Background: an optimization exercise with open tools, aiming at small area, a short achievable clock period and few clock cycles. Do not read the settings as production practice.
Function was checked by simulation only, so behaviour that the tests miss may differ from the original.
Power and IR drop assume default switching activity.

File: design/flow/flow/run.sh
#!/bin/bash
# The standard layout (the standard.sh: standard synthesis, floorplan, power grid, placement,
# CTS, routing), with each port buffered by the smallest plain buffer (buf_1) instead of the
# buffer_ports default pick (a delay buffer, clkdlybuf4s50_1).
set -euo pipefail
export BUFFER_PORTS_ARGS="-buffer_cell sky130_fd_sc_hd__buf_1"
bash standard.sh finish > standard_flow.log 2>&1
File: design/flow/standard.sh
#!/bin/bash
# synth_recipe.tcl (not shown) runs the flow's synth.tcl, then flattens the netlist and writes it again
# the make line also repeats each setting of config.mk as NAME=value (left out here)
make -C /OpenROAD-flow-scripts/flow DESIGN_CONFIG=/design/flow/config.mk WORK_HOME=/design/flow/orfs CLKGATE_MAP_FILE= SYNTH_SCRIPT=/design/flow/synth_recipe.tcl "${@:-finish}"
File: design/flow/config.mk
export PLATFORM = sky130hd
export DESIGN_NAME = page_table_walker_with_permission_update_top
export DESIGN_NICKNAME = page_table_walker_with_permission_update_top
export VERILOG_FILES = /design/flow/design.v
export SDC_FILE = /design/flow/constraint.sdc
export NUM_CORES = 4
export LEC_CHECK = 0
export CAP_MARGIN = 20
export CORE_MARGIN = 2
export CORE_UTILIZATION = 60
export CTS_BUF_LIST = sky130_fd_sc_hd__clkbuf_8
export CTS_CLUSTER_DIAMETER = 50
export CTS_CLUSTER_SIZE = 16
export SETUP_SLACK_MARGIN = 3.7
export SLEW_MARGIN = 20
export TNS_END_PERCENT = 5
File: design/flow/constraint.sdc
create_clock -name core_clock -period 6.5 [get_ports {clk}]
set_input_delay 1.3000 -clock core_clock [delete_from_list [all_inputs] [get_ports {clk}]]
set_output_delay 1.3000 -clock core_clock [all_outputs]
set_load 0.01 [all_outputs]
File: design/flow/design.v
`default_nettype none
package ptw_pkg;
	localparam int unsigned PHYS_ADDR_BITS_DEF = 52;
	localparam logic [1:0] OP_LOOKUP = 2'd0;
	localparam logic [1:0] OP_SET    = 2'd1;
	localparam logic [1:0] OP_READ   = 2'd2;
	localparam logic [1:0] OP_SWAP   = 2'd3;
	localparam logic [1:0] KIND_READ  = 2'd0;
	localparam logic [1:0] KIND_CAS   = 2'd1;
	localparam logic [1:0] KIND_INVAL = 2'd2;
	localparam logic [1:0] KIND_DONE  = 2'd3;
	localparam logic [3:0] ST_XLATED    = 4'd0;
	localparam logic [3:0] ST_LEAF_2M   = 4'd1;
	localparam logic [3:0] ST_LEAF_1G   = 4'd2;
	localparam logic [3:0] ST_NOT_PRES  = 4'd3;
	localparam logic [3:0] ST_RANGE     = 4'd4;
	localparam logic [3:0] ST_BAD_BASE  = 4'd5;
	localparam logic [3:0] ST_SET       = 4'd6;
	localparam logic [3:0] ST_SWAP_FAIL = 4'd7;
	localparam logic [3:0] ST_BUSY      = 4'd8;
	localparam logic [1:0] PSZ_4K = 2'd0;
	localparam logic [1:0] PSZ_2M = 2'd1;
	localparam logic [1:0] PSZ_1G = 2'd2;
	localparam logic [1:0] CFG_TABLE_BASE = 2'd0;
	localparam logic [1:0] CFG_USER_START = 2'd1;
	localparam logic [1:0] CFG_USER_END   = 2'd2;
	localparam logic [63:0] ENTRY_CLEAR = 64'h8000_0000_0000_0007;
	localparam logic [63:0] ENTRY_PS    = 64'h0000_0000_0000_0080;
	localparam logic [63:0] PAGE_4K_OFS = 64'h0000_0000_0000_0FFF;
	localparam logic [63:0] PAGE_2M_OFS = 64'h0000_0000_001F_FFFF;
	localparam logic [8:0]  IDX_MASK    = 9'h1FF;
	typedef struct packed {
		logic [1:0]  op;
		logic [63:0] vaddr;
		logic [63:0] flags;
		logic [63:0] mdata;
	} item_t;
	typedef struct packed {
		logic [1:0]  kind;
		logic [63:0] target_addr;
		logic [63:0] write_data;
		logic [63:0] expected_data;
		logic [3:0]  status;
		logic [1:0]  fault_level;
		logic [1:0]  page_size;
		logic [51:0] paddr;
		logic [63:0] leaf_entry;
		logic        last;
	} result_t;
	typedef struct packed {
		logic [1:0] count;
		result_t    r0;
		result_t    r1;
	} core_res_t;
	typedef struct packed {
		logic [51:0] table_base;
		logic [63:0] user_start;
		logic [63:0] user_end;
	} cfg_t;
	function automatic logic [63:0] entry_addr(input logic [63:0] tbl,
			input logic [63:0] va, input logic [1:0] lvl, input logic [63:0] mask);
		logic [8:0] idx;
		case (lvl)
			2'd0: idx = va[47:39];
			2'd1: idx = va[38:30];
			2'd2: idx = va[29:21];
			default: idx = va[20:12];
		endcase
		entry_addr = (tbl & mask) | {52'd0, idx & IDX_MASK, 3'd0};
	endfunction
	function automatic result_t mk_res(input logic [1:0] kind,
			input logic [63:0] target, input logic [63:0] wdata,
			input logic [63:0] expd, input logic [3:0] status,
			input logic [1:0] lvl, input logic [1:0] psize,
			input logic [51:0] phys, input logic [63:0] leaf, input logic last);
		mk_res = {kind, target, wdata, expd, status, lvl, psize, phys, leaf, last};
	endfunction
endpackage
`default_nettype wire
`default_nettype none
module page_table_walker_with_permission_update_top #(
	parameter int unsigned PHYS_ADDR_BITS = ptw_pkg::PHYS_ADDR_BITS_DEF
) (
	input  wire logic         clk,
	input  wire logic         arst_n,
	input  wire logic         s_axis_tvalid,
	output logic              s_axis_tready,
	input  wire logic [191:0] s_axis_tdata,
	input  wire logic [1:0]   s_axis_tuser,
	output logic              m_axis_tvalid,
	input  wire logic         m_axis_tready,
	output logic [319:0]      m_axis_tdata,
	output logic [1:0]        m_axis_tuser,
	output logic              m_axis_tlast,
	input  wire logic         cfg_valid,
	output logic              cfg_ready,
	input  wire logic [1:0]   cfg_index,
	input  wire logic [63:0]  cfg_data
);
	logic [51:12] base_q;
	logic [63:0]  ustart_q, uend_q;
	logic         wbase_q, wstart_q, wend_q;
	assign cfg_ready = 1'b1;
	always_ff @(posedge clk or negedge arst_n) begin
		if (!arst_n) begin
			wbase_q  <= 1'b0;
			wstart_q <= 1'b0;
			wend_q   <= 1'b0;
		end else if (cfg_valid) begin
			case (cfg_index)
				ptw_pkg::CFG_TABLE_BASE: wbase_q  <= 1'b1;
				ptw_pkg::CFG_USER_START: wstart_q <= 1'b1;
				ptw_pkg::CFG_USER_END:   wend_q   <= 1'b1;
				default: ;
			endcase
		end
	end
	always_ff @(posedge clk) begin
		if (cfg_valid) begin
			case (cfg_index)
				ptw_pkg::CFG_TABLE_BASE: base_q   <= cfg_data[51:12];
				ptw_pkg::CFG_USER_START: ustart_q <= cfg_data;
				ptw_pkg::CFG_USER_END:   uend_q   <= cfg_data;
				default: ;
			endcase
		end
	end
	logic         rd_q, sw_q, rng_q, rd;
	logic [1:0]   lvl_q;
	logic         set_q, large_q;
	logic [63:0]  va_q, fl_q, ent_q;
	logic [51:3]  tbl_q;
	logic         ov_q, pend_q;
	logic [1:0]   kind_q, rfl_q, psz_q;
	logic [3:0]   st_q;
	logic         last_q;
	logic         s_tbl_q, s_page_q, s_pglo_q, s_cas_q, s_leaf_q, s_pa_q;
	logic [1:0]   op;
	logic [63:0]  va, md;
	logic         idle, accept;
	assign op     = s_axis_tuser;
	assign va     = s_axis_tdata[63:0];
	assign md     = s_axis_tdata[191:128];
	assign rd     = rd_q && !rng_q;
	assign idle   = !rd && !sw_q;
	assign s_axis_tready = (!ov_q || m_axis_tready) && !pend_q;
	assign accept        = s_axis_tvalid && s_axis_tready;
	logic         n_ov, n_pend, n_last;
	logic [1:0]   n_kind, n_fl, n_psz;
	logic [3:0]   n_st;
	logic         n_tbl, n_page, n_cas, n_leaf, n_pa;
	logic         n_rd, n_sw, n_large;
	logic [1:0]   n_lvl;
	logic         ld_tbl;
	logic         leaf_lvl;
	logic         out_range;
	logic [8:0]   nidx;
	always_comb begin
		case (lvl_q)
			2'd0:    nidx = va_q[38:30];
			2'd1:    nidx = va_q[29:21];
			default: nidx = va_q[20:12];
		endcase
	end
	assign leaf_lvl  = (lvl_q == 2'd3) || (lvl_q == 2'd2 && md[7]);
	function automatic logic ult64(input logic [63:0] a, input logic [63:0] b);
		logic [63:0] lt, le;
		lt = ~a & b;
		le = ~a | b;
		for (int k = 0; k < 6; k++) begin
			for (int i = 0; i < 64; i++) begin
				if (i % (2 << k) == 0) begin
					lt[i] = lt[i + (1 << k)] | (le[i + (1 << k)] & lt[i]);
					le[i] = lt[i + (1 << k)] | (le[i + (1 << k)] & le[i]);
				end
			end
		end
		ult64 = lt[0];
	endfunction
	assign out_range = (wstart_q && ult64(va, ustart_q)) || !wend_q || !ult64(va, uend_q);
	always_comb begin
		n_ov    = 1'b1;
		n_pend  = 1'b0;
		n_last  = 1'b1;
		n_kind  = ptw_pkg::KIND_DONE;
		n_st    = ptw_pkg::ST_XLATED;
		n_fl    = 2'd0;
		n_psz   = ptw_pkg::PSZ_4K;
		n_tbl   = 1'b0;
		n_page  = 1'b0;
		n_cas   = 1'b0;
		n_leaf  = 1'b0;
		n_pa    = 1'b0;
		n_rd    = rd;
		n_sw    = sw_q;
		n_lvl   = lvl_q;
		n_large = large_q;
		ld_tbl  = 1'b0;
		case (op)
			ptw_pkg::OP_LOOKUP, ptw_pkg::OP_SET: begin
				if (!idle) begin
					n_st = ptw_pkg::ST_BUSY;
				end else if (op[0] && (!wbase_q || base_q == '0)) begin
					n_st = ptw_pkg::ST_BAD_BASE;
				end else begin
					n_kind = ptw_pkg::KIND_READ;
					n_tbl  = 1'b1;
					n_rd   = 1'b1;
				end
			end
			ptw_pkg::OP_READ: begin
				if (!rd) begin
					n_ov = 1'b0;
				end else if (!md[0]) begin
					n_rd   = 1'b0;
					n_st   = ptw_pkg::ST_NOT_PRES;
					n_fl   = lvl_q;
					n_leaf = 1'b1;
				end else if (lvl_q == 2'd1 && md[7]) begin
					n_rd   = 1'b0;
					n_st   = ptw_pkg::ST_LEAF_1G;
					n_fl   = 2'd1;
					n_psz  = ptw_pkg::PSZ_1G;
					n_leaf = 1'b1;
				end else if (leaf_lvl) begin
					n_rd   = 1'b0;
					n_leaf = 1'b1;
					n_fl   = lvl_q;
					n_psz  = lvl_q[0] ? ptw_pkg::PSZ_4K : ptw_pkg::PSZ_2M;
					if (set_q) begin
						n_kind  = ptw_pkg::KIND_CAS;
						n_tbl   = 1'b1;
						n_cas   = 1'b1;
						n_sw    = 1'b1;
						n_large = !lvl_q[0];
					end else if (lvl_q[0]) begin
						n_pa = 1'b1;
					end else begin
						n_st = ptw_pkg::ST_LEAF_2M;
					end
				end else begin
					n_kind = ptw_pkg::KIND_READ;
					n_tbl  = 1'b1;
					n_lvl  = lvl_q + 2'd1;
					ld_tbl = 1'b1;
				end
			end
			default: begin
				if (!sw_q) begin
					n_ov = 1'b0;
				end else begin
					n_sw  = 1'b0;
					n_psz = large_q ? ptw_pkg::PSZ_2M : ptw_pkg::PSZ_4K;
					if (md == ent_q) begin
						n_kind = ptw_pkg::KIND_INVAL;
						n_page = 1'b1;
						n_last = 1'b0;
						n_pend = 1'b1;
					end else begin
						n_st   = ptw_pkg::ST_SWAP_FAIL;
						n_fl   = large_q ? 2'd2 : 2'd3;
						n_leaf = 1'b1;
					end
				end
			end
		endcase
	end
	always_ff @(posedge clk or negedge arst_n) begin
		if (!arst_n) begin
			rd_q <= 1'b0;
			sw_q <= 1'b0;
			rng_q <= 1'b0;
		end else if (accept) begin
			rd_q <= n_rd;
			sw_q <= n_sw;
			rng_q <= idle && op == ptw_pkg::OP_SET && out_range;
		end
	end
	always_ff @(posedge clk) begin
		if (idle) fl_q <= s_axis_tdata[127:64];
	end
	always_ff @(posedge clk) begin
		if (accept) begin
			if (idle) begin
				lvl_q <= 2'd0;
				set_q <= op[0];
			end else begin
				lvl_q <= n_lvl;
			end
			large_q <= n_large;
			if (idle) va_q <= va;
			if (!sw_q) ent_q <= md;
			if (idle || ld_tbl) tbl_q <= idle ? {wbase_q ? base_q : 40'd0, va[47:39]} : {md[51:12], nidx};
		end
	end
	always_ff @(posedge clk or negedge arst_n) begin
		if (!arst_n) begin
			ov_q   <= 1'b0;
			pend_q <= 1'b0;
		end else if (accept) begin
			ov_q   <= n_ov;
			pend_q <= n_pend;
		end else if (m_axis_tready) begin
			ov_q   <= pend_q;
			pend_q <= 1'b0;
		end
	end
	always_ff @(posedge clk) begin
		if (accept) begin
			kind_q   <= n_kind;
			st_q     <= n_st;
			rfl_q    <= n_fl;
			psz_q    <= n_psz;
			last_q   <= n_last;
			s_tbl_q  <= n_tbl && !(idle && op == ptw_pkg::OP_SET && out_range);
			s_page_q <= n_page;
			s_pglo_q <= n_page && !large_q;
			s_cas_q  <= n_cas;
			s_leaf_q <= n_leaf;
			s_pa_q   <= n_pa;
		end else if (pend_q && m_axis_tready) begin
			kind_q   <= ptw_pkg::KIND_DONE;
			st_q     <= ptw_pkg::ST_SET;
			rfl_q    <= large_q ? 2'd2 : 2'd3;
			last_q   <= 1'b1;
			s_page_q <= 1'b0;
			s_pglo_q <= 1'b0;
			s_leaf_q <= 1'b1;
		end
	end
	logic [63:0] target, wdata, expd, leaf;
	logic [51:0] paddr;
	always_comb begin
		target = '0;
		if (s_tbl_q) target[51:3] = tbl_q;
		if (s_page_q) target[63:21] = target[63:21] | va_q[63:21];
		if (s_pglo_q) target[20:12] = target[20:12] | va_q[20:12];
	end
	assign wdata = s_cas_q ? ((ent_q & ~ptw_pkg::ENTRY_CLEAR) | fl_q | (large_q ? ptw_pkg::ENTRY_PS : 64'd0)) : 64'd0;
	assign expd  = s_cas_q ? ent_q : 64'd0;
	assign leaf  = s_leaf_q ? ent_q : 64'd0;
	assign paddr = s_pa_q ? {ent_q[51:12], va_q[11:0]} : 52'd0;
	assign m_axis_tvalid = ov_q;
	assign m_axis_tuser  = kind_q | {2{rng_q}};
	assign m_axis_tlast  = last_q;
	assign m_axis_tdata  = {4'd0, leaf, paddr, psz_q, rfl_q, rng_q ? ptw_pkg::ST_RANGE : st_q, expd, wdata, target};
endmodule
`default_nettype wire
==> run notes, run 1 <==
* Status: finished clean
* Worst Tran Pin Value at 1.02 ns
* RSZ-0062 raised after global routing: yes
* Core Area at 0.0335 mm²
* Cts-stage hold buffer count at 0
* Hold Crit Class: flop to flop
* # port buffers at 582
* Cell Count, Final, Fillers Out at 2,691
* Nature of the critical path startpoint: primary input
* Drt initial violations at 1,899
* # setup viols final at 0
* TritonRoute pass-1 iters at 6
* Worst Path Arrival at 3.55 ns
* Period utilisation layout at 0.475
* Area grow syn2layout at 20.0%
* Clock skew at 0.0355 ns
* Register area share after synthesis at 0.641
* Crit end category: flop
* Worst VDD drop at 237 µV
* Starting Density at 0.610
* Final hold violation count at 0
* Die footprint at 0.0356 mm²
* Fmax achieved at 324 MHz
* Worst-path fanout max at 5
* Pwr dens at 285 mW/mm²
* Cts bufs inserted at 39
* Final RePlAce weighted congestion at 1.03
* Clock sinks at 438
* Aggregate routed wire length at 69,600 µm
* # fillers at 2,426
* Post-synth EDFFs at 430
* Die Y at 189 µm
* Via density at 5.96
* Tot GR Track Use at 0.377
* Number of global-route vias before repair at 14,900
* Static leakage at 8.70 nW
* Synth top area share at 0.631
* # Max-Cap Violations at 0
* WL/cell at 25.9 µm
* Rows at 67
* Htree depth at 2
* Worst skew pair latency at 0.59 ns
* Setup CP Type: primary input to flop
* Count of cell types in the netlist at 62
* Synth top area cells: edfxtp_1 63%, and2_1 6.4%, maj3_1 4.3%, xor2_1 2.7%, o21a_1 2.3%
* Synth cell count leaders: 430 x edfxtp_1, 209 x and2_1, 116 x nand2_1, 88 x maj3_1, 77 x inv_1
* Worst hold slack at 0.485 ns
* Synth async-reset ratio at 0.0183
* TNS Setup at 0 ns
* Fin. max-slew vios at 0
* CTS tree: yes
* Min cycle time layout at 3.09 ns
* Initial antenna violation count at 20
* Clk buf depth at 3
* Post-Syn Area at 0.0205 mm²
* Detailed placer's ending HPWL at 52,800 µm
* Rel. slew slack at 0.317
* Syn avg cell area at 12.8 µm²
* Most frequent cell after synthesis: edfxtp_1
* Global route overflow at 0
* Vias at 16,000
* Largest net degree at the start of global routing at 67
* Synth warn at 1
* Share of layout cells above drive strength 1 at 0.0872
* Syn Inst Count at 1,601
* Post-DRT Antenna Nets at 0
* Chip Width at 189 µm
* First-pass GRT wire length at 97,300 µm
* CTS root buffer: clkbuf_8
* # nets final at 2,466
* Clk pin slew, worst setup/hold paths at 0.09 ns
* WP data required at 6.96 ns
* Synth Register Bits at 438
* Top_reg_cell synth: edfxtp_1
* Drt drc at 0
* Placed cells at 2,589
* I/O pin count at 591
* Area leader, netlist: edfxtp_1
-- cells by family after synthesis --
logic type	after synthesis	share of synthesized area
DFF	438	0.641
other	2	0.000367
AOI/OAI and AO/OA	281	0.0988
adders and majority gates	101	0.0504
and+or+nand+nor	572	0.155
xor gates and xnor gates	64	0.0274
buffers and inverters	143	0.0277
-- critical path, cell delays in order --
cell and delay [ns]:
buf_4 0.11, nor2b_1 0.05, maj3_2 0.30, maj3_2 0.31
a221oi_4 0.24, o41ai_4 0.11, a211o_1 0.31, nor4bb_4 0.16
o311a_1 0.41, o31a_1 0.25
-- area by class of cell --
| type | instances | area, µm² | share of cell area |
|---|---|---|---|
| flip-flops and latches | 438 | 13100 | 0.534 |
| multi-input cells | 1026 | 7110 | 0.290 |
| repair buffers | 613 | 2620 | 0.107 |
| well taps | 448 | 561 | 0.0228 |
| clock buffers | 39 | 537 | 0.0219 |
| inverters | 79 | 314 | 0.0128 |
| clock inverters | 30 | 259 | 0.0105 |
| diodes | 18 | 45.0 | 0.00183 |
-- placed cells by master, fill, tap and decap left out, drive strengths merged, types with 32 or more instances in the layout --
| master | n |
|---|---|
| nand2 | 116 |
| nor2b | 46 |
| and2 | 209 |
| a22o | 48 |
| clkbuf | 47 |
| nand3 | 48 |
| inv | 95 |
| maj3 | 97 |
| a21oi | 47 |
| edfxtp | 430 |
| o21a | 62 |
| xor2 | 64 |
| o21ai | 32 |
| nand2b | 60 |
| buf | 605 |
-- sequential cells by signal, indices dropped and copies added, names as in the netlist, 2 cells and up --
| name | count |
|---|---|
| ustart_q | 64 |
| rfl_q | 2 |
| base_q | 40 |
| fl_q | 64 |
| psz_q | 2 |
| uend_q | 64 |
| tbl_q | 49 |
| ent_q | 64 |
| kind_q | 2 |
| va_q | 64 |
| st_q | 4 |
| lvl_q | 2 |
-- power breakdown --
group          switching, W  internal (W)
registers          0.000211       0.00358
clock network      0.000985      0.000714
logic               0.00100      0.000502
total               0.00220       0.00480
-- routing by layer --
metal | GRT usage | part of all wire | vias to the layer above
met3 | 0.0907 | 0.11 | 183
li1 | - | - | 7032
met2 | 0.605 | 0.47 | 1052
met1 | 0.497 | 0.37 | 7759
met4 | 0.155 | 0.051 | 14
met5 | 0 | 0.0013 | -
-- final timing paths --
kind,from,endpoint,slack [ns],cells after the start
hold reg to reg,wstart_q,wstart_q,0.49,1
min in group asynchronous,arst_n,wbase_q,0.71,1
setup / recovery,s_axis_tdata[4],rng_q,3.41,10
hold / removal,wstart_q,wstart_q,0.49,1
max in group asynchronous,arst_n,pend_q,5.34,1
setup reg to reg,base_q[42],s_tbl_q,3.68,7
-- through the flow --
| step | total power (W) | utilization | worst slack (ns) | instance area (µm²) |
|---|---|---|---|---|
| finish | 0.00699 | 0.732 | 3.41 | 24600 |
| global route | 0.00722 | 0.732 | 3.37 | 24500 |
| CTS | 0.00694 | 0.725 | 3.49 | 24300 |
| detailed placement | 0.00525 | 0.691 | 2.38 | 23200 |
| global placement | 0.00522 | 0.691 | 2.40 | 23200 |
| floorplan | 0.00462 | - | 1.92 | 20500 |
-- repair_timing --
item                                   in CTS  in global routing
setup buffers                               8                  5
gates cloned                                1                  1
gates resized for setup                    80                 45
setup endpoints to repair                 510                481
endpoints found under the hold margin       0                  0
pin swaps                                  14                 23
Testbench counts, summed over its fixed seeds: cycles 25,183.
==> inputs of run 2 (changes only) <==
--- a/design/flow/config.mk
+++ b/design/flow/config.mk
@@ -11,6 +11,6 @@
 export CTS_BUF_LIST = sky130_fd_sc_hd__clkbuf_8
 export CTS_CLUSTER_DIAMETER = 50
 export CTS_CLUSTER_SIZE = 16
-export SETUP_SLACK_MARGIN = 3.7
+export SETUP_SLACK_MARGIN = 3.5
 export SLEW_MARGIN = 20
-export TNS_END_PERCENT = 5
+export TNS_END_PERCENT = 1
==> run notes, run 2 <==
* Cell Count, Final, Fillers Out at 2,683 (was 2,691)
* Core Util, Final at 0.727 (was 0.732)
* Synth top area cells: edfxtp_1 63%, and2_1 6.4%, maj3_1 4.3%, xor2_1 2.7%, o21a_1 2.3% (unchanged)
* Static leakage at 8.61 nW (was 8.70 nW)
* Crit end category: flop (unchanged)
* Multi-input logic area at 0.00705 mm² (was 0.00711 mm²)
* TritonRoute pass-1 iters at 5 (was 6)
* Synth warn at 1 (unchanged)
* Final hold violation count at 0 (unchanged)
* Sequential standard cell area at 0.0131 mm² (unchanged)
* Switching pwr at 0.00219 W (was 0.00220 W)
* Tot GR Track Use at 0.374 (was 0.377)
* Die Y at 189 µm (unchanged)
* Commonest non-fill, non-tap cell in the layout: buf_1 (unchanged)
* Setup ws final at 3.36 ns (was 3.41 ns)
* Clk pin slew, worst setup/hold paths at 0.09 ns (about the same)
* Hold Path End: wstart_q (unchanged)
* Post-Syn Area at 0.0205 mm² (unchanged)
* Reg2reg setup slack at 3.48 ns (was 3.68 ns)
* I/O pin count at 591 (unchanged)
* Status: finished clean (unchanged)
* Clk pwr share at 0.244 (was 0.243)
* Share of layout cells above drive strength 1 at 0.0730 (was 0.0872)
* Clock skew at 0.0369 ns (was 0.0355 ns)
* Comb power frac at 0.212 (was 0.215)
* Vias at 16,100 (was 16,000)
* Synth async-reset ratio at 0.0183 (unchanged)
* End of the worst register-to-register path: st_q[3] (was s_tbl_q)
* Worst r2r path cells at 6 (was 7)
* Global route overflow at 0 (unchanged)
* Chip Width at 189 µm (unchanged)
* Final RePlAce weighted congestion at 1.03 (unchanged)
* Nature of the critical path startpoint: primary input (unchanged)
* Hold Crit Class: flop to flop (unchanged)
* Sw frac at 0.314 (about the same)
* First-pass GRT wire length at 96,600 µm (was 97,300 µm)
* # Max-Cap Violations at 0 (unchanged)
* Hold Path Depth at 1 (unchanged)
* Cts bufs inserted at 39 (unchanged)
* Synth Register Bits at 438 (unchanged)
* Fmax achieved at 318 MHz (was 324 MHz)
* Area leader, netlist: edfxtp_1 (unchanged)
* DP Area at 0.0232 mm² (unchanged)
* Worst Path Arrival at 3.61 ns (was 3.55 ns)
* Number of global-route vias before repair at 14,800 (was 14,900)
* Fin. max-slew vios at 0 (unchanged)
* Synth cell count leaders: 430 x edfxtp_1, 209 x and2_1, 116 x nand2_1, 88 x maj3_1, 77 x inv_1 (unchanged)
* Rel. slew slack at 0.323 (was 0.317)
* Count of cell types in the netlist at 62 (unchanged)
* Setup crit start: s_axis_tdata[4] (unchanged)
* Via density at 6.01 (was 5.96)
* # fillers at 2,441 (was 2,426)
* Htree depth at 2 (unchanged)
* Drt drc at 0 (unchanged)
* Min-Delay Startpoint: wstart_q (unchanged)
* Rows at 67 (unchanged)
* Drt initial violations at 2,066 (was 1,899)
* CTS tree: yes (unchanged)
* Starting Density at 0.610 (unchanged)
* Worst-path fanout max at 5 (unchanged)
* Largest net degree at the start of global routing at 77 (was 67)
* Clk buf depth at 3 (unchanged)
* Int Pwr at 0.00478 W (was 0.00480 W)
* Critical R2R Launch: rng_q (was base_q[42])
* TNS Setup at 0 ns (unchanged)
* Most frequent cells in the layout: 563 x buf_1, 430 x edfxtp_1, 207 x and2_1 (was 559 x buf_1, 430 x edfxtp_1, 207 x and2_1)
* # setup viols final at 0 (unchanged)
* Min cycle time layout at 3.14 ns (was 3.09 ns)
* Worst skew pair latency at 0.59 ns (about the same)
* CTS root buffer: clkbuf_8 (unchanged)
* Worst VDD drop at 237 µV (about the same)
* # nets final at 2,459 (was 2,466)
* # port buffers at 582 (unchanged)
* DP Worst Slack at 2.38 ns (unchanged)
* Area grow syn2layout at 19.1% (was 20.0%)
* WL/cell at 25.9 µm (about the same)
* Post-synth EDFFs at 430 (unchanged)
* Die footprint at 0.0356 mm² (unchanged)
* RSZ-0062 raised after global routing: yes (unchanged)
* Post-route cell area at 0.0244 mm² (was 0.0246 mm²)
* Pwr dens at 286 mW/mm² (was 285 mW/mm²)
* Detailed placer's ending HPWL at 52,800 µm (unchanged)
* Most frequent cell after synthesis: edfxtp_1 (unchanged)
* Top_reg_cell synth: edfxtp_1 (unchanged)
* Syn avg cell area at 12.8 µm² (unchanged)
* Core Area at 0.0335 mm² (unchanged)
* Period utilisation layout at 0.484 (was 0.475)
* Clock sinks at 438 (unchanged)
* Aggregate routed wire length at 69,500 µm (was 69,600 µm)
* Sequential Power Share at 0.544 (was 0.542)
* Register area share after synthesis at 0.641 (unchanged)
* Initial antenna violation count at 18 (was 20)
* Setup CP Type: primary input to flop (unchanged)
* Cts-stage hold buffer count at 0 (unchanged)
* Synth top area share at 0.631 (unchanged)
* WP data required at 6.97 ns (was 6.96 ns)
* Post-DRT Antenna Nets at 0 (unchanged)
* Syn Inst Count at 1,601 (unchanged)
* Worst Tran Pin Value at 1.02 ns (about the same)
* Placed cells at 2,589 (unchanged)
==> run 2: cell counts after synthesis <==
No cell type changed its count.
==> run 2: area by class of cell <==
cell class / count / area share
Clock inverter: 30 / 0.0106
Sequential cell: 438 / 0.538
Multi-Input combinational cell: 1026 / 0.289
Inverter: 79 / 0.0128
Timing Repair Buffer: 606 / 0.103
Antenna cell: 17 / 0.00174
Tap cell: 448 / 0.0230
Clock buffer: 39 / 0.0220
==> run 2: power by group through the flow <==
| stage | logic (W) | registers, W | clock network, W |
|---|---|---|---|
| 6_report | 0.00147 | 0.00379 | 0.00170 |
| 5_1_grt | 0.00157 | 0.00382 | 0.00181 |
| 2_1_floorplan | 0.000856 | 0.00376 | 0 |
| 3_5_place_dp | 0.00141 | 0.00384 | 0 |
| 3_3_place_gp | 0.00138 | 0.00383 | 0 |
| 4_1_cts | 0.00142 | 0.00378 | 0.00171 |
==> run 2: how the worst max path moves through the flow <==
| stage | endpoint | slack [ns] | cells after the start |
|---|---|---|---|
| 6_report | rng_q | 3.36 | 10 |
| 5_1_grt | s_tbl_q | 3.32 | 10 |
| 4_1_cts | s_tbl_q | 3.35 | 10 |
| 3_5_place_dp | rfl_q[0] | 2.38 | 8 |
| 3_3_place_gp | rfl_q[0] | 2.40 | 8 |
| 2_1_floorplan | tbl_q[10] | 1.92 | 5 |
==> run 2: worst max-delay path, stage by stage <==
cell	delay (ns)
buf_8	0.09
nor2b_4	0.04
maj3_2	0.30
maj3_2	0.31
a221oi_4	0.25
o41ai_4	0.14
a211o_1	0.36
nor4bb_4	0.17
o311a_1	0.41
o31a_1	0.25
==> run 2: logic make-up after synthesis <==
family / Yosys count / synth area share
AOI/OAI and AO/OA: 281 / 0.0988
xor gates and xnor gates: 64 / 0.0274
adders and majority gates: 101 / 0.0504
buffers and inverters: 143 / 0.0277
DFF: 438 / 0.641
other: 2 / 0.000367
and+or+nand+nor: 572 / 0.155
==> run 2: stage by stage <==
stage               hold WS, ns  power, W
floorplan                 0.440   0.00462
global placement          0.458   0.00522
CTS                       0.483   0.00691
detailed placement        0.458   0.00525
finish                    0.483   0.00697
global route              0.498   0.00719
==> run 2: timing repair <==
item,in CTS,in global routing
cloned,0,2
endpoints found under the setup margin,297,304
pin swaps,3,17
buffers inserted,5,1
resized for setup,20,62
==> run 2: per-layer routing <==
layer  GRT usage  wire length (µm)  part of all wire  vias up
met5           0                54           0.00078        -
met4       0.136              2860             0.041        8
met3      0.0779              7340              0.11      156
met2       0.608             33100              0.48     1078
met1       0.504             26200              0.38     7857
li1            -                 -                 -     7020
==> inputs of run 3 (changes only) <==
--- a/design/flow/config.mk
+++ b/design/flow/config.mk
@@ -11,6 +11,6 @@
 export CTS_BUF_LIST = sky130_fd_sc_hd__clkbuf_8
 export CTS_CLUSTER_DIAMETER = 50
 export CTS_CLUSTER_SIZE = 16
-export SETUP_SLACK_MARGIN = 3.5
+export SETUP_SLACK_MARGIN = 3.6
 export SLEW_MARGIN = 20
-export TNS_END_PERCENT = 1
+export TNS_END_PERCENT = 0
==> run notes, run 3 <==
* Top_reg_cell synth: edfxtp_1 (unchanged)
* Synth warn at 1 (unchanged)
* Post-synth EDFFs at 430 (unchanged)
* Setup CP Type: primary input to flop (unchanged)
* Drt initial violations at 1,901 (was 2,066)
* Worst VDD drop at 237 µV (about the same)
* Syn avg cell area at 12.8 µm² (unchanged)
* Count of cell types in the netlist at 62 (unchanged)
* Slowest cell on crit path: o311a_1 (unchanged)
* Area grow syn2layout at 19.1% (about the same)
* Worst Path Arrival at 3.56 ns (was 3.61 ns)
* Rel. slew slack at 0.324 (was 0.323)
* Slowest stage delay, CP at 0.41 ns (about the same)
* # nets final at 2,460 (was 2,459)
* Cts bufs inserted at 39 (unchanged)
* WL/cell at 25.7 µm (was 25.9 µm)
* I/O pin count at 591 (unchanged)
* Gr busiest metal: met2 (unchanged)
* Worst Tran Pin Value at 1.01 ns (was 1.02 ns)
* Die footprint at 0.0356 mm² (unchanged)
* Post-Synth Adder-Cell Area at 0.0504 (unchanged)
* Period utilisation layout at 0.476 (was 0.484)
* Mux contribution to synthesized area at 0 (unchanged)
* Synth cell count leaders: 430 x edfxtp_1, 209 x and2_1, 116 x nand2_1, 88 x maj3_1, 77 x inv_1 (unchanged)
* Combinational family with the most area after synthesis: simple AND/OR/NAND/NOR gates (unchanged)
* # port buffers at 582 (unchanged)
* Register area share after synthesis at 0.641 (unchanged)
* Comb power frac at 0.212 (about the same)
* Cell mode on critical path: maj3_2 (unchanged)
* Post-Syn Area at 0.0205 mm² (unchanged)
* Share of layout cells above drive strength 1 at 0.0753 (was 0.0730)
* Critical path's top delay family: compound AO/OA/AOI/OAI gates (unchanged)
* CP Buf/Inv Count at 1 (unchanged)
* Clk pwr share at 0.244 (about the same)
* Met1 global-route usage at 0.498 (was 0.504)
* CTS tree: yes (unchanged)
* Most frequent cells in the layout: 563 x buf_1, 430 x edfxtp_1, 207 x and2_1 (unchanged)
* Min cycle time layout at 3.09 ns (was 3.14 ns)
* Vias at 16,100 (about the same)
* Area leader, netlist: edfxtp_1 (unchanged)
* Starting Density at 0.610 (unchanged)
* Setup crit start: s_axis_tdata[4] (unchanged)
* Synth Area in XOR/XNOR at 0.0274 (unchanged)
* Clock skew at 0.0370 ns (was 0.0369 ns)
* Commonest non-fill, non-tap cell in the layout: buf_1 (unchanged)
* Crit end category: flop (unchanged)
* Clk pin slew, worst setup/hold paths at 0.09 ns (about the same)
* Grt met3 use at 0.0900 (was 0.0779)
* Number of global-route vias before repair at 14,900 (was 14,800)
* # fillers at 2,432 (was 2,441)
* Most frequent cell after synthesis: edfxtp_1 (unchanged)
* Fin. max-slew vios at 0 (unchanged)
* Final hold violation count at 0 (unchanged)
* Die Y at 189 µm (unchanged)
* Static leakage at 8.59 nW (was 8.61 nW)
* Htree depth at 2 (unchanged)
* Synth Register Bits at 438 (unchanged)
* Synth top area share at 0.631 (unchanged)
* Worst-path fanout max at 5 (unchanged)
* # setup viols final at 0 (unchanged)
* Synth Area in Simple Gates at 0.155 (unchanged)
* Clock sinks at 438 (unchanged)
* Sequential Power Share at 0.544 (about the same)
* TNS Setup at 0 ns (unchanged)
* Switching pwr at 0.00218 W (was 0.00219 W)
* Post-DRT Antenna Nets at 0 (unchanged)
* Syn Inst Count at 1,601 (unchanged)
* RSZ-0062 raised after global routing: yes (unchanged)
* TritonRoute pass-1 iters at 6 (was 5)
* Core Area at 0.0335 mm² (unchanged)
* Drt drc at 0 (unchanged)
* First-pass GRT wire length at 97,200 µm (was 96,600 µm)
* Tot GR Track Use at 0.377 (was 0.374)
* Via density at 5.99 (was 6.01)
* Min-Delay Startpoint: wstart_q (unchanged)
* Rows at 67 (unchanged)
* Nature of the critical path startpoint: primary input (unchanged)
* Int Pwr at 0.00478 W (about the same)
* Sw frac at 0.314 (about the same)
* Synth top area cells: edfxtp_1 63%, and2_1 6.4%, maj3_1 4.3%, xor2_1 2.7%, o21a_1 2.3% (unchanged)
* Clk buf depth at 3 (unchanged)
* DP Worst Slack at 2.38 ns (unchanged)
* GR Layer Usage met2 at 0.605 (was 0.608)
* Largest net degree at the start of global routing at 67 (was 77)
* Critical R2R Launch: rng_q (unchanged)
* Worst hold slack at 0.481 ns (was 0.483 ns)
* Global route overflow at 0 (unchanged)
* CTS root buffer: clkbuf_8 (unchanged)
* Complex-gate fraction of the synthesized area at 0.0988 (unchanged)
* Initial antenna violation count at 20 (was 18)
* Synth async-reset ratio at 0.0183 (unchanged)
* WP data required at 6.97 ns (about the same)
* Fmax achieved at 323 MHz (was 318 MHz)
* Chip Width at 189 µm (unchanged)
* Worst skew pair latency at 0.60 ns (was 0.59 ns)
* Aggregate routed wire length at 69,000 µm (was 69,500 µm)
* Cts-stage hold buffer count at 0 (unchanged)
* Setup ws final at 3.41 ns (was 3.36 ns)
* Pwr dens at 286 mW/mm² (about the same)
* Final RePlAce weighted congestion at 1.03 (unchanged)
* # Max-Cap Violations at 0 (unchanged)
* Hold Crit Class: flop to flop (unchanged)
* Status: finished clean (unchanged)
* CP Cell Sequence: buf_4, nor2b_1, maj3_2, maj3_2, a221oi_4, o41ai_4, a211o_1, nor4bb_2, o311a_1, o31a_1 (was buf_8, nor2b_4, maj3_2, maj3_2, a221oi_4, o41ai_4, a211o_1, nor4bb_4, o311a_1, o31a_1)
* Detailed placer's ending HPWL at 52,800 µm (unchanged)
run 3: cell counts after synthesis:
Identical to the previous run, type by type.
run 3: cell families (layout without fill, tap and decap cells):
family	after synthesis	after routing
simple gates	572	572
flops	438	438
compound gates	281	281
buf+inv	143	755
fa+ha+maj	101	101
xor+xnor	64	64
other cells	2	24
run 3: per-layer routing:
layer	up-vias	part of all wire
li1	7023	-
met1	7790	0.37
met2	1058	0.47
met3	177	0.11
met4	14	0.049
met5	-	0.0013
run 3: power groups by stage:
stage               logic (W)  clock network, W  registers [W]
floorplan            0.000856                 0        0.00376
CTS                   0.00145           0.00171        0.00378
global route          0.00157           0.00181        0.00382
finish                0.00147           0.00170        0.00379
global placement      0.00138                 0        0.00383
detailed placement    0.00141                 0        0.00384
run 3: what timing repair did:
item | in CTS | in global routing
buffers inserted | 8 | 0
pin swaps | 14 | 4
gates cloned | 1 | 0
endpoints found under the hold margin | 0 | 0
resized for setup | 80 | 7
setup endpoints to repair | 447 | 438
run 3: cell type report:
class	count	area, µm²	area share
flip-flops and latches	438	13100	0.538
multi-input cells	1026	7040	0.289
repair buffers	607	2510	0.103
well taps	448	561	0.0230
clock buffers	39	537	0.0220
inverters	79	312	0.0128
clock inverters	30	259	0.0106
diodes	16	40.0	0.00164
run 3: worst paths after layout:
| path | slack (ns) | endpoint | depth (start not counted) |
|---|---|---|---|
| min in group asynchronous | 0.71 | wend_q | 1 |
| max in group asynchronous | 5.34 | pend_q | 1 |
| worst max register to register | 3.45 | st_q[3] | 6 |
| worst max-delay path | 3.41 | rng_q | 10 |
| worst min register to register | 0.48 | wstart_q | 1 |
| worst min-delay path | 0.48 | wstart_q | 1 |
run 3: worst register-to-register path, cell delays in order, from the launching register on:
cell	delay [ns]
dfrtp_1	0.62
nand2b_1	0.24
nand2b_2	0.08
buf_4	0.30
inv_4	0.54
buf_4	0.80
nor3_1	0.18
run 3: metrics by stage:
step                      power, W  area, µm²   util  cells
after global placement     0.00522      23200  0.691   2589
after CTS                  0.00694      24300  0.725   2667
final                      0.00697      24400  0.727   2683
after floorplan            0.00462      20500      -   1607
after global routing       0.00719      24400  0.726   2676
after detailed placement   0.00525      23200  0.691   2589
==> inputs of run 4 (changes only) <==
--- a/design/flow/config.mk
+++ b/design/flow/config.mk
@@ -7,10 +7,10 @@
 export LEC_CHECK = 0
 export CAP_MARGIN = 20
 export CORE_MARGIN = 2
-export CORE_UTILIZATION = 60
+export CORE_UTILIZATION = 55
 export CTS_BUF_LIST = sky130_fd_sc_hd__clkbuf_8
 export CTS_CLUSTER_DIAMETER = 50
 export CTS_CLUSTER_SIZE = 16
 export SETUP_SLACK_MARGIN = 3.6
 export SLEW_MARGIN = 20
-export TNS_END_PERCENT = 0
+export TNS_END_PERCENT = 5
==> run notes, run 4 <==
* Worst Tran Pin Value at 1.03 ns (was 1.01 ns)
* Largest net degree at the start of global routing at 67 (unchanged)
* Synth Register Bits at 438 (unchanged)
* Most frequent cell after synthesis: edfxtp_1 (unchanged)
* Status: finished clean (unchanged)
* Initial antenna violation count at 14 (was 20)
* Aggregate routed wire length at 74,000 µm (was 69,000 µm)
* Crit end category: output pin (was flop)
* Clk buf depth at 3 (unchanged)
* # setup viols final at 0 (unchanged)
* Drt initial violations at 1,762 (was 1,901)
* Die Y at 197 µm (was 189 µm)
* # port buffers at 582 (unchanged)
* Number of global-route vias before repair at 15,000 (was 14,900)
* Synth async-reset ratio at 0.0183 (unchanged)
* Clk pin slew, worst setup/hold paths at 0.10 ns (was 0.09 ns)
* Pwr dens at 281 mW/mm² (was 286 mW/mm²)
* Mux contribution to synthesized area at 0 (unchanged)
* Clock sinks at 438 (unchanged)
* Setup ws final at 3.38 ns (was 3.41 ns)
* # Max-Cap Violations at 0 (unchanged)
* Synth top area cells: edfxtp_1 63%, and2_1 6.4%, maj3_1 4.3%, xor2_1 2.7%, o21a_1 2.3% (unchanged)
* Synth cell count leaders: 430 x edfxtp_1, 209 x and2_1, 116 x nand2_1, 88 x maj3_1, 77 x inv_1 (unchanged)
* Worst skew pair latency at 0.60 ns (about the same)
* Rel. slew slack at 0.314 (was 0.324)
* Top_reg_cell synth: edfxtp_1 (unchanged)
* Count of cell types in the netlist at 62 (unchanged)
* # nets final at 2,480 (was 2,460)
* Rows at 70 (was 67)
* Syn Inst Count at 1,601 (unchanged)
* Area leader, netlist: edfxtp_1 (unchanged)
* CTS root buffer: clkbuf_8 (unchanged)
* DP Worst Slack at 2.39 ns (was 2.38 ns)
* Share of layout cells above drive strength 1 at 0.126 (was 0.0753)
* CTS tree: yes (unchanged)
* Period utilisation layout at 0.480 (was 0.476)
* TNS Setup at 0 ns (unchanged)
* Starting Density at 0.559 (was 0.610)
* Drt drc at 0 (unchanged)
* WL/cell at 27.1 µm (was 25.7 µm)
* Vias at 16,200 (was 16,100)
* Cts bufs inserted at 41 (was 39)
* Synth top area share at 0.631 (unchanged)
* Register area share after synthesis at 0.641 (unchanged)
* Post-route cell area at 0.0252 mm² (was 0.0244 mm²)
* Global route overflow at 0 (unchanged)
* Core Area at 0.0366 mm² (was 0.0335 mm²)
* Synth Area in Simple Gates at 0.155 (unchanged)
* # fillers at 2,784 (was 2,432)
* WP data required at 5.20 ns (was 6.97 ns)
* Synth Area in XOR/XNOR at 0.0274 (unchanged)
* Hold Crit Class: flop to flop (unchanged)
* Tot GR Track Use at 0.357 (was 0.377)
* TritonRoute pass-1 iters at 6 (unchanged)
* Fmax achieved at 320 MHz (was 323 MHz)
* Worst VDD drop at 226 µV (was 237 µV)
* Post-synth EDFFs at 430 (unchanged)
* Nature of the critical path startpoint: flop (was primary input)
* Worst-path fanout max at 8 (was 5)
* Commonest non-fill, non-tap cell in the layout: buf_1 (unchanged)
* Synth warn at 1 (unchanged)
* Final RePlAce weighted congestion at 0.963 (was 1.03)
* Area grow syn2layout at 23.0% (was 19.1%)
* Post-DRT Antenna Nets at 0 (unchanged)
* I/O pin count at 591 (unchanged)
* Chip Width at 197 µm (was 189 µm)
* First-pass GRT wire length at 99,200 µm (was 97,200 µm)
* Via density at 5.94 (was 5.99)
* Die footprint at 0.0388 mm² (was 0.0356 mm²)
* Detailed placer's ending HPWL at 53,300 µm (was 52,800 µm)
* Fin. max-slew vios at 0 (unchanged)
* Post-Synth Adder-Cell Area at 0.0504 (unchanged)
* Most frequent cells in the layout: 506 x buf_1, 430 x edfxtp_1, 190 x and2_1 (was 563 x buf_1, 430 x edfxtp_1, 207 x and2_1)
* Final hold violation count at 0 (unchanged)
* Setup CP Type: flop to output pin (was primary input to flop)
* Combinational family with the most area after synthesis: simple AND/OR/NAND/NOR gates (unchanged)
* DP Area at 0.0232 mm² (about the same)
* Syn avg cell area at 12.8 µm² (unchanged)
* RSZ-0062 raised after global routing: yes (unchanged)
* Post-Syn Area at 0.0205 mm² (unchanged)
* Min cycle time layout at 3.12 ns (was 3.09 ns)
* Worst Path Arrival at 1.82 ns (was 3.56 ns)
* Htree depth at 2 (unchanged)
* Clock skew at 0.0241 ns (was 0.0370 ns)
* Complex-gate fraction of the synthesized area at 0.0988 (unchanged)
* Static leakage at 9.09 nW (was 8.59 nW)
* Core Util, Final at 0.688 (was 0.727)
run 4: cell counts after synthesis:
Identical to the previous run, type by type.
run 4: through the flow:
| step | power [W] | hold WS, ns | std cells |
|---|---|---|---|
| 2_1_floorplan | 0.00462 | 0.440 | 1607 |
| 3_3_place_gp | 0.00524 | 0.452 | 2609 |
| 3_5_place_dp | 0.00527 | 0.466 | 2609 |
| 4_1_cts | 0.00696 | 0.490 | 2694 |
| 5_1_grt | 0.00730 | 0.521 | 2721 |
| 6_report | 0.00707 | 0.493 | 2729 |
run 4: repair_timing:
| item | CTS | global route |
|---|---|---|
| pin swaps | 2 | 29 |
| resized for setup | 53 | 187 |
| setup buffers | 5 | 5 |
| endpoints found under the hold margin | 0 | 0 |
| cloned | 5 | 12 |
| setup endpoints to repair | 469 | 421 |
| hold buffers | 0 | 0 |
run 4: routing by layer:
layer	share of wire	vias up	wire, µm	global-route usage
li1	-	7082	-	-
met1	0.37	7914	27600	0.476
met2	0.48	1027	35500	0.578
met3	0.093	183	6860	0.0584
met4	0.055	2	4050	0.164
met5	0.00015	-	11	0
run 4: area by class of cell:
cell class | instances | area [µm²] | area share
diodes | 18 | 45.0 | 0.00179
flip-flops and latches | 438 | 13100 | 0.521
clock inverters | 32 | 215 | 0.00855
clock buffers | 43 | 592 | 0.0235
repair buffers | 625 | 3170 | 0.126
well taps | 468 | 586 | 0.0233
inverters | 79 | 314 | 0.0125
multi-input cells | 1026 | 7140 | 0.284
run 4: logic make-up after synthesis:
group	after synthesis
compound gates	281
xor+xnor	64
fa+ha+maj	101
buf+inv	143
flops	438
other cells	2
simple gates	572
run 4: critical path, cell delays in order, from the launching register on:
cell and delay (ns):
edfxtp_1 0.45, buf_6 0.17, buf_12 0.15, clkbuf_16 0.18, and2_4 0.16, buf_6 0.11
run 4: worst paths after layout:
path | from | to | slack, ns | cells past startpoint
setup / recovery | s_cas_q | m_axis_tdata[157] | 3.38 | 5
hold / removal | wstart_q | wstart_q | 0.49 | 1
setup reg to reg | rng_q | tbl_q[9] | 3.42 | 7
hold reg to reg | wstart_q | wstart_q | 0.49 | 1
max in group asynchronous | arst_n | sw_q | 5.39 | 1
min in group asynchronous | arst_n | rng_q | 0.68 | 1
run 4: power by group:
part | internal (W) | total (W) | switching [W]
Combinational | 0.000549 | 0.00159 | 0.00104
Clock | 0.000658 | 0.00169 | 0.00103
Sequential | 0.00358 | 0.00379 | 0.000210
Total | 0.00479 | 0.00707 | 0.00228

[separate check: timing with driven ports]
The results above use ideal ports. As a check the final layouts listed here were re-extracted and re-timed, cells and wires unchanged.
Step 1 sets driving cells, clkbuf_16 on the clock port and buf_2 on the other inputs (assumed; they add their load-dependent delay and slew).
Step 2 moves the port delays by t, midway between the first and last clock arrival at a register: inputs arrive t later, outputs are due t later. That takes back most of the time a late clock gives input paths.
a / b / c = ideal ports / drivers / drivers and shift; a / b = the first two.
run | t (ns) | setup slack, ns | worst setup path after step 2 | slew at the worst register clock pin (ns) | worst data-port slew with drivers (ns)
run 1 | 0.625 | 3.414 / 3.404 / 2.809 | input to register | 0.11 / 0.11 | 0.17
run 2 | 0.627 | 3.356 / 3.329 / 2.725 | input to register | 0.11 / 0.11 | 0.19
run 3 | 0.630 | 3.407 / 3.395 / 2.798 | input to register | 0.11 / 0.11 | 0.18
run 4 | 0.646 | 3.378 / 3.325 / 2.795 | input to register | 0.10 / 0.10 | 0.13
After both steps every run listed still meets setup and hold. For run 2, which loses most, drivers alone change the setup slack by -0.027 ns; drivers and shift together by -0.631 ns.
